Background: an optimization exercise with open tools, aiming at small area. Do not read the settings as production practice. Function was checked by simulation only, so behaviour that the tests miss may differ from the original. Power is estimated from default activity; no workload was simulated.

Setup of north:
==> flow/design.v (excerpt) <==
module pkt_framer #(
  parameter int PAYLOAD_BYTES  = 40,
  parameter int FCS_BYTES      = 4,
  parameter int TIMEOUT_CYCLES = 64
) (
  input  logic                       clk_i,
  input  logic                       rst_i,
  input  logic                       in_valid_i,
  input  logic [7:0]                 in_data_i,
  input  logic                       in_sof_i,
  output logic                       in_ready_o,
  output logic                       crc_valid_o,
  output logic [8*PAYLOAD_BYTES-1:0] crc_data_o,
  input  logic                       crc_done_i,
  input  logic [31:0]                crc_value_i,
  output logic [15:0]                stat_ok_o,
  output logic [15:0]                stat_bad_o,
  output logic [15:0]                stat_drop_o,
  output logic                       out_valid_o,
  input  logic                       out_ready_i,
  output logic [8*PAYLOAD_BYTES-1:0] out_payload_o,
  output logic                       out_crc_ok_o,
  output logic                       out_timeout_o
);
  localparam int PW = 8 * PAYLOAD_BYTES;
  localparam int FW = 8 * FCS_BYTES;
  localparam int SW = PW + FW;
  logic [SW-1:0] sr_q;           
  logic [5:0]    cnt_q;
  logic          in_ready_q, active_q, crc_valid_q, out_valid_q;
  logic          ok_q, tmo_q;
  logic          accept, last_byte, waiting, tmo_hit, fcs_eq;
  logic [FW-1:0] fcs;
  assign accept    = in_valid_i & in_ready_q;
  assign last_byte = active_q & ~in_sof_i & cnt_q[5] & cnt_q[3] & cnt_q[1] & cnt_q[0];
  assign waiting   = ~in_ready_q & ~crc_valid_q & ~out_valid_q;
  assign tmo_hit   = (cnt_q == 6'd44);
  genvar j;
  generate
    for (j = 0; j < FCS_BYTES; j++) begin : g_fcs
      assign fcs[8*j +: 8] = sr_q[8*(FCS_BYTES-1-j) +: 8];
    end
  endgenerate
  assign fcs_eq = (crc_value_i == fcs);
  ...
Size in the first run: roughly 890 cells after synthesis.
export LEC_CHECK = 0
export ABC_AREA = 0
export CAP_MARGIN = 20
export CORE_AREA = 4 4 161 161
export DIE_AREA = 0 0 165 165
export PLACE_DENSITY = 0.85
export SLEW_MARGIN = 20
create_clock -name core_clock -period 4.0 [get_ports {clk_i}]
standard.sh (not shown) runs the stock make flow with config.mk's settings and CLKGATE_MAP_FILE= SYNTH_SCRIPT=/design/flow/synth_recipe.tcl, a recipe that flattens the netlist after the stock synthesis.
==> flow/flow/run.sh <==
#!/bin/bash
# Standard ORFS layout with these changes:
# - the port buffers that global placement inserts use the smallest buffer cell;
# - pins may sit one routing track apart, so that a small die holds all 739 of them;
# - the buffers yosys/abc left are removed at floorplan instead of a pre-placement timing repair
#   (which only upsizes gates against unbuffered high-fanout nets);
# - the clock tree is built from compact sink clusters, with no dummy loads and no
#   double-spacing rule on the clock nets (it collides with the one-track pin spacing).
set -euo pipefail
bash standard.sh "BUFFER_PORTS_ARGS=-buffer_cell sky130_fd_sc_hd__buf_1" \
  "PLACE_PINS_ARGS=-min_distance 1 -min_distance_in_tracks" \
  "CTS_ARGS=-sink_clustering_enable -repair_clock_nets -sink_clustering_size 32 -sink_clustering_max_diameter 80 -buf_list sky130_fd_sc_hd__clkbuf_16 -dont_use_dummy_load -apply_ndr none" \
  REMOVE_ABC_BUFFERS=1 finish > standard_flow.log 2>&1
Having completed the whole flow, north delivered a layout that passed the timing, DRC and antenna checks.
Input-level comparison between south and north:
Settings: swapping 0.85 for 0.9 in PLACE_DENSITY; swapping 0 0 165 165 for 0 0 256 256 in DIE_AREA; swapping 4 4 161 161 for 4 4 252 252 in CORE_AREA.
==> flow/flow/run.sh <==
#!/bin/bash
# Standard ORFS layout, with the port buffers that global placement inserts taken from the
# smallest buffer cell, and a clock tree
# built from compact sink clusters without dummy loads.
set -euo pipefail
bash standard.sh "BUFFER_PORTS_ARGS=-buffer_cell sky130_fd_sc_hd__buf_1" \
  "CTS_ARGS=-sink_clustering_enable -repair_clock_nets -sink_clustering_size 40 -sink_clustering_max_diameter 70 -buf_list sky130_fd_sc_hd__clkbuf_16 -dont_use_dummy_load" \
  REMOVE_ABC_BUFFERS=1 finish > standard_flow.log 2>&1
Findings:
- Final setup skew | south above north
- Changes observed in south relative to north: clock power picked up an extra 38%, wire length picked up an extra 36000 um.
- From north to south the numbers moved as follows: first-pass GRT wire length went up; length of routed met2 wiring went up; relative slew slack went up; via count went up.
- south vs north on sequential share of layout area: south is the lower one.
- For flip-flop and latch count, north and south come out practically identical.
- [south] final worst setup slack rose 200 ps relative to north
## Diff of input files: east against south
Settings: DIE_AREA now 0 0 165 165, was 0 0 256 256; CORE_AREA now 4 4 161 161, was 4 4 252 252; PLACE_DENSITY now 0.85, was 0.9.
==> flow/flow/run.sh <==
#!/bin/bash
# Standard ORFS layout with these changes:
# - the port buffers that global placement inserts use the smallest buffer cell;
# - pins may sit one routing track apart, so that a small die holds all 739 of them;
# - the buffers yosys/abc left are removed at floorplan instead of a pre-placement timing repair
#   (which only upsizes gates against unbuffered high-fanout nets);
# - the clock tree is built from compact sink clusters, with no dummy loads and no
#   double-spacing rule on the clock nets (it collides with the one-track pin spacing).
set -euo pipefail
bash standard.sh "BUFFER_PORTS_ARGS=-buffer_cell sky130_fd_sc_hd__buf_1" \
  "PLACE_PINS_ARGS=-min_distance 1 -min_distance_in_tracks" \
  "CTS_ARGS=-sink_clustering_enable -repair_clock_nets -sink_clustering_size 20 -sink_clustering_max_diameter 60 -buf_list sky130_fd_sc_hd__clkbuf_8 -dont_use_dummy_load -apply_ndr none" \
  REMOVE_ABC_BUFFERS=1 finish > standard_flow.log 2>&1
--- outcome ---
No stage failed in east, and the final checks on the layout all came back clean. Relative to south, global routing met3 resource utilization decreased by 0.26 points in east. Flip-flop and latch count delta (east -> south): insignificant. south has a higher met1 routed wirelength after detailed routing than east. Relative to south, the first-iteration DRC count measured on east has increased by more than 10%.
--- input diff east..west ---
-- flow/flow/run.sh --
<<< east, line 10
bash standard.sh "BUFFER_PORTS_ARGS=-buffer_cell sky130_fd_sc_hd__buf_1" \
  "PLACE_PINS_ARGS=-min_distance 1 -min_distance_in_tracks" \
  "CTS_ARGS=-sink_clustering_enable -repair_clock_nets -sink_clustering_size 20 -sink_clustering_max_diameter 60 -buf_list sky130_fd_sc_hd__clkbuf_8 -dont_use_dummy_load -apply_ndr none" \
  REMOVE_ABC_BUFFERS=1 finish > standard_flow.log 2>&1
>>> west, line 10
bash standard.sh "BUFFER_PORTS_ARGS=-buffer_cell sky130_fd_sc_hd__buf_1" \
  "PLACE_PINS_ARGS=-min_distance 1 -min_distance_in_tracks" \
  "CTS_ARGS=-sink_clustering_enable -repair_clock_nets -sink_clustering_size 30 -sink_clustering_max_diameter 40 -buf_list sky130_fd_sc_hd__clkbuf_8 -dont_use_dummy_load -apply_ndr none" \
  REMOVE_ABC_BUFFERS=1 finish > standard_flow.log 2>&1
From east to west the numbers moved as follows: clock insertion delay at the later pin of the skew report dropped 50 ps, sequential fraction of total cell area -0.80 points, power after layout has increased. Going from east to west, total non-filler cell area in the finished layout moved up, clock network power share moved up, port buffer count level.
Inputs modified between west and middle:
-- flow/flow/run.sh --
<<< west, line 10
bash standard.sh "BUFFER_PORTS_ARGS=-buffer_cell sky130_fd_sc_hd__buf_1" \
  "PLACE_PINS_ARGS=-min_distance 1 -min_distance_in_tracks" \
  "CTS_ARGS=-sink_clustering_enable -repair_clock_nets -sink_clustering_size 30 -sink_clustering_max_diameter 40 -buf_list sky130_fd_sc_hd__clkbuf_8 -dont_use_dummy_load -apply_ndr none" \
  REMOVE_ABC_BUFFERS=1 finish > standard_flow.log 2>&1
>>> middle, line 10
bash standard.sh "BUFFER_PORTS_ARGS=-buffer_cell sky130_fd_sc_hd__buf_1" \
  "PLACE_PINS_ARGS=-min_distance 1 -min_distance_in_tracks" \
  "CTS_ARGS=-sink_clustering_enable -repair_clock_nets -sink_clustering_size 30 -sink_clustering_max_diameter 50 -buf_list sky130_fd_sc_hd__clkbuf_16 -dont_use_dummy_load -apply_ndr none" \
  REMOVE_ABC_BUFFERS=1 finish > standard_flow.log 2>&1
Results
- middle: share of total power in combinational logic lower than west
- As far as H-tree depth goes, middle and west are indistinguishable; the numbers are identical.
- Comparing middle with west, the total number of vias came out essentially unchanged.
- Compared with west, middle shows a share of post-route cells with drive strength above 1 that is 0.57 points lower.
- Sort west and middle by worst setup slack, ascending, and middle comes first.
- The via count of the first global-routing pass in middle sits about 0.4% above the value recorded for west.


run A:
Another version of the RTL of pkt_framer (not shown whole).
Size: about 900 cells after synthesis, roughly 410 flip-flops, ~16,000 um2 of cells after synthesis.
clock: 4.0 ns
lec_check: 0
abc_area: 0
cap_margin: 20
core_area: 4 4 161 161
die_area: 0 0 165 165
place_density: 0.85
slew_margin: 20
==> flow/flow/run.sh <==
#!/bin/bash
# Standard ORFS layout with these changes:
# - the port buffers that global placement inserts use the smallest buffer cell;
# - pins may sit one routing track apart, so that a small die holds all 739 of them;
# - the buffers yosys/abc left are removed at floorplan instead of a pre-placement timing repair
#   (which only upsizes gates against unbuffered high-fanout nets);
# - the clock tree is built from compact sink clusters, with no dummy loads and no
#   double-spacing rule on the clock nets (it collides with the one-track pin spacing).
set -euo pipefail
bash standard.sh "BUFFER_PORTS_ARGS=-buffer_cell sky130_fd_sc_hd__buf_1" \
  "PLACE_PINS_ARGS=-min_distance 1 -min_distance_in_tracks" \
  "CTS_ARGS=-sink_clustering_enable -repair_clock_nets -sink_clustering_size 12 -sink_clustering_max_diameter 38 -buf_list sky130_fd_sc_hd__clkbuf_4 -dont_use_dummy_load -apply_ndr none" \
  REMOVE_ABC_BUFFERS=1 finish > standard_flow.log 2>&1
### run A -> run B
-- flow/flow/run.sh --
<<< run A, line 11
  "PLACE_PINS_ARGS=-min_distance 1 -min_distance_in_tracks" \
  "CTS_ARGS=-sink_clustering_enable -repair_clock_nets -sink_clustering_size 12 -sink_clustering_max_diameter 38 -buf_list sky130_fd_sc_hd__clkbuf_4 -dont_use_dummy_load -apply_ndr none" \
  REMOVE_ABC_BUFFERS=1 finish > standard_flow.log 2>&1
>>> run B, line 11
  "PLACE_PINS_ARGS=-min_distance 1 -min_distance_in_tracks" \
  "CTS_ARGS=-sink_clustering_enable -repair_clock_nets -sink_clustering_size 11 -sink_clustering_max_diameter 35 -buf_list sky130_fd_sc_hd__clkbuf_4 -dont_use_dummy_load -apply_ndr none" \
  REMOVE_ABC_BUFFERS=1 finish > standard_flow.log 2>&1
Notes after the runs:
Compared with run A, run B degrades peak clock frequency supported by timing.
Overall power consumption grows slightly when moving from run A to run B.
Critical path depth: run B vs run A identical
Run B has endpoint required time on the critical path below what run A had.
Time the final worst path needs with I/O delays and setup up 0.078 ns in run B wrt run A
Reported for run B and run A, x dimension of the die turned out identical to the last digit.
In run B, routed wire length is higher than in run A.
Taking run A as the reference, in run B arrival time of the worst setup path moved up, proportion of total power due to net switching ~0 delta.
Worst setup slack sits lower in run B than in run A.
Final area essentially unchanged between run B and run A.
Changes in run C relative to run B:
Settings: a change of DIE_AREA from 0 0 165 165 to 0 0 175 175; a change of CORE_AREA from 4 4 161 161 to 4 4 171 171.
-- flow/flow/run.sh --
<<< run B, line 11
  "PLACE_PINS_ARGS=-min_distance 1 -min_distance_in_tracks" \
  "CTS_ARGS=-sink_clustering_enable -repair_clock_nets -sink_clustering_size 11 -sink_clustering_max_diameter 35 -buf_list sky130_fd_sc_hd__clkbuf_4 -dont_use_dummy_load -apply_ndr none" \
  REMOVE_ABC_BUFFERS=1 finish > standard_flow.log 2>&1
>>> run C, line 11
  "PLACE_PINS_ARGS=-min_distance 1 -min_distance_in_tracks" \
  "CTS_ARGS=-sink_clustering_enable -repair_clock_nets -sink_clustering_size 10 -sink_clustering_max_diameter 40 -buf_list sky130_fd_sc_hd__clkbuf_4 -dont_use_dummy_load -apply_ndr none" \
  REMOVE_ABC_BUFFERS=1 finish > standard_flow.log 2>&1
Run C: done, clean on timing, DRC and antenna
Comparing run B against run C, there is no change at all in logic depth of the worst setup path including buffers.
Delta(standard cell core area, run C - run B) > 0
Combinational power grows by a few percent when moving from run B to run C.
Between run B and run C, vertical die dimension is higher for run C, run B comes in under that.
Diode insertion count for antenna repair: run C vs run B up 1
Run C: initial antenna violation count 1 above run B
Run C vs run B — least setup slack across all paths after layout dropped 0.097 ns.
#### Input delta (run D over run C)
Settings: CORE_AREA changed from 4 4 171 171 to 4 4 161 161; DIE_AREA changed from 0 0 175 175 to 0 0 165 165.
-- flow/flow/run.sh --
<<< run C, line 11
  "PLACE_PINS_ARGS=-min_distance 1 -min_distance_in_tracks" \
  "CTS_ARGS=-sink_clustering_enable -repair_clock_nets -sink_clustering_size 10 -sink_clustering_max_diameter 40 -buf_list sky130_fd_sc_hd__clkbuf_4 -dont_use_dummy_load -apply_ndr none" \
  REMOVE_ABC_BUFFERS=1 finish > standard_flow.log 2>&1
>>> run D, line 11
  "PLACE_PINS_ARGS=-min_distance 1 -min_distance_in_tracks" \
  "CTS_ARGS=-sink_clustering_enable -repair_clock_nets -sink_clustering_size 24 -sink_clustering_max_diameter 70 -buf_list {sky130_fd_sc_hd__clkbuf_8 sky130_fd_sc_hd__clkbuf_16} -dont_use_dummy_load -apply_ndr none" \
  REMOVE_ABC_BUFFERS=1 finish > standard_flow.log 2>&1
## What came out
Met3 track demand over resource (lower): run D
On run D: combinational group share of total power is 1.0 points lower than what run C gave.
Comparing run C and run D, clock edge transition at the registers on the reported setup and hold paths is lower on run D.
Clock skew after layout for run D: 0.083 ns down relative to run C
Between run C and run D, the met1 track demand over resource is lower for run C.

## static timing again, ports no longer ideal
The flow's constraints put no driver on any port. The routed layouts listed below were extracted and timed again, unchanged, in two steps. Step 1, drivers: a clkbuf_16 drives clk_i and a buf_2 each remaining input, both assumed. Step 2 times the ports against the registers' clock, not the clock port: input delays grow and output delays shrink by t, the midpoint of the rising clock arrivals with the driver on. Slacks: ideal / step 1 / step 2; pairs: ideal / step 1.
| run | shift t [ns] | setup WS [ns] | clock arrival spread, ns |
|---|---|---|---|
| north | 0.537 | 1.298 / 1.298 / 0.975 | 0.066 / 0.067 |
| south | 0.639 | 1.494 / 1.494 / 0.937 | 0.084 / 0.083 |
| east | 0.604 | 1.345 / 1.345 / 0.966 | 0.085 / 0.085 |
| west | 0.558 | 1.354 / 1.354 / 1.007 | 0.074 / 0.074 |
| middle | 0.524 | 1.271 / 1.271 / 0.950 | 0.045 / 0.045 |
| run A | 0.661 | 1.347 / 1.347 / 1.017 | 0.085 / 0.085 |
| run B | 0.659 | 1.269 / 1.269 / 0.969 | 0.089 / 0.089 |
| run C | 0.694 | 1.172 / 1.172 / 0.919 | 0.102 / 0.102 |
| run D | 0.549 | 1.331 / 1.331 / 0.998 | 0.020 / 0.020 |
After both steps every run listed still meets setup and hold. For south, which loses most, drivers alone change the setup slack by 0.000 ns; drivers and shift together by -0.557 ns.
